Context: an optimization exercise on an open-source flow, tuned for small area, a short achievable clock period and few clock cycles per item. The choices shown serve that exercise and are no tape-out recipe. Function was checked by simulation only, so behaviour that the tests miss may differ from the original. Power is estimated from default activity; no workload was simulated.

## 09-23
==> module iu_alu, before the edit <==
module iu_alu (
  input  logic [iu_pkg::FUNC_W-1:0] func,
  input  logic [iu_pkg::XLEN-1:0]   src0,
  input  logic [iu_pkg::XLEN-1:0]   src1,
  output logic [iu_pkg::XLEN-1:0]   rslt
);
  logic        sub;
  logic [32:0] sum;
  logic        ltu;
  logic        lt;
  logic        left;
  logic        arith;
  logic [4:0]  rot_n;
  logic        fill;
  logic [31:0] rot0;
  logic [31:0] rot1;
  logic [31:0] rot2;
  logic [31:0] rot3;
  logic [31:0] rot4;
  logic [31:0] ge_sh;
  logic [31:0] keep;
  logic [31:0] sh_rslt;
  assign sub = func[0] | func[3];
  iu_ks_add u_add (
    .a  (src0),
    .b  (src1 ^ {32{sub}}),
    .ci (sub),
    .s  (sum[31:0]),
    .co (sum[32])
  );
  assign ltu = ~sum[32];
  assign lt  = (src0[31] ^ src1[31]) ? src0[31] : sum[31];
  assign left  = ~func[1];
  assign arith = func[0] & func[1];
  assign rot_n = left ? 5'd0 - src1[4:0] : src1[4:0];
  assign fill  = arith & src0[31];
  assign rot0 = rot_n[0] ? {src0[0],     src0[31:1]}  : src0;
  assign rot1 = rot_n[1] ? {rot0[1:0],   rot0[31:2]}  : rot0;
  assign rot2 = rot_n[2] ? {rot1[3:0],   rot1[31:4]}  : rot1;
  assign rot3 = rot_n[3] ? {rot2[7:0],   rot2[31:8]}  : rot2;
  assign rot4 = rot_n[4] ? {rot3[15:0],  rot3[31:16]} : rot3;
  always_comb begin
    for (int i = 0; i < 32; i++) begin
      ge_sh[i] = (5'(i) >= src1[4:0]);
    end
    for (int i = 0; i < 32; i++) begin
      keep[i] = left ? ge_sh[i] : ge_sh[31-i];
    end
  end
  assign sh_rslt = (rot4 & keep) | ({32{fill}} & ~keep);
  always_comb begin
    if (func[3]) begin
      rslt = {31'd0, func[0] ? ltu : lt};
    end else begin
      case (func[2:0])
        3'd0, 3'd1: rslt = sum[31:0];
        3'd2:       rslt = src0 & src1;
        3'd3:       rslt = src0 | src1;
        3'd4:       rslt = src0 ^ src1;
        default:    rslt = sh_rslt;
      endcase
    end
  end
endmodule
clock: 10.0 ns
lec_check: 0
cap_margin: 20
core_margin: 2
core_utilization: 70
place_density: 0.8
setup_slack_margin: 4
slew_margin: 20
tns_end_percent: 0
run.sh (not shown) runs the stock make flow with config.mk's settings and CLKGATE_MAP_FILE= SYNTH_SCRIPT=/design/flow/synth_recipe.tcl, a recipe that flattens the netlist after the stock synthesis.
Testbench counts of 09-23, summed over its fixed seeds: cycles 9,475, items 8,000.
diff inputs: 09-23 => 02-28
--- a/flow/design.v
+++ b/flow/design.v
@@ -54,10 +54,12 @@
   input  logic [iu_pkg::XLEN-1:0]   src1,
   output logic [iu_pkg::XLEN-1:0]   rslt
 );
   logic        sub;
   logic [32:0] sum;
+  logic [32:0] sum_add;
+  logic [32:0] sum_sub;
   logic        ltu;
   logic        lt;
   logic        left;
   logic        arith;
   logic [4:0]  rot_n;
@@ -71,15 +73,23 @@
   logic [31:0] keep;
   logic [31:0] sh_rslt;
   assign sub = func[0] | func[3];
   iu_ks_add u_add (
     .a  (src0),
-    .b  (src1 ^ {32{sub}}),
-    .ci (sub),
-    .s  (sum[31:0]),
-    .co (sum[32])
+    .b  (src1),
+    .ci (1'b0),
+    .s  (sum_add[31:0]),
+    .co (sum_add[32])
   );
+  iu_ks_add u_sub (
+    .a  (src0),
+    .b  (~src1),
+    .ci (1'b1),
+    .s  (sum_sub[31:0]),
+    .co (sum_sub[32])
+  );
+  assign sum = sub ? sum_sub : sum_add;
   assign ltu = ~sum[32];
   assign lt  = (src0[31] ^ src1[31]) ? src0[31] : sum[31];
   assign left  = ~func[1];
   assign arith = func[0] & func[1];
   assign rot_n = left ? 5'd0 - src1[4:0] : src1[4:0];
- The area growth from synthesis to layout of 02-28 is higher than that of 09-23.
- Setup slack: 02-28 < 09-23
- Diff 09-23 -> 02-28: number of nets in the finished design climbed 2.3%, area of the mapped netlist barely changed, ratio of total power to cell area dropped 1.4%.
- Proportion of cell area occupied by multi-input gates: 02-28 > 09-23
- As far as flip-flop and latch share of the layout cell area is concerned, 02-28 and 09-23 perform about the same.
- Reported for 09-23 and 02-28, worst hold path stage count turned out identical to the last digit.
- Looking at 09-23 and 02-28, the post-placement cell area is a wash.
- 09-23 has a higher part of the total power dissipated in combinational logic than 02-28.
- Sort 09-23 and 02-28 by total power, descending, and 09-23 comes first.
- Between 09-23 and 02-28, worst slew margin relative to its limit is higher for 09-23, 02-28 comes in under that.
- Met3 usage: 02-28 vs 09-23 up 0.16 points
Testbench counts of 02-28, summed over its fixed seeds: cycles 9,475, items 8,000.

==> what the ideal ports hide <==
Ports are ideal in the flow. The routed layouts listed here were re-timed in OpenROAD. Step 1, drivers: a clkbuf_16 drives forever_cpuclk and a buf_2 each remaining input, both assumed. Step 2 also shifts input and output timing later by t, the mid clock arrival at the registers, as if the neighbouring blocks saw the same clock. Slacks: ideal ports / drivers / drivers and shift; pairs: ideal ports / drivers.
run	t, ns	slack for setup (ns)	worst hold slack (ns)	worst setup path at the end	slew at the worst register clock pin (ns)
09-23	0.673	2.549 / 2.518 / 2.021	0.319 / 0.319 / 0.319	input to register	0.07 / 0.07
02-28	0.659	2.363 / 2.363 / 1.983	0.328 / 0.328 / 0.328	input to register	0.07 / 0.07
After both steps setup and hold are still met in every run listed. The setup slack of 09-23, which loses most, moves by -0.031 ns with the drivers and by -0.528 ns with both steps.
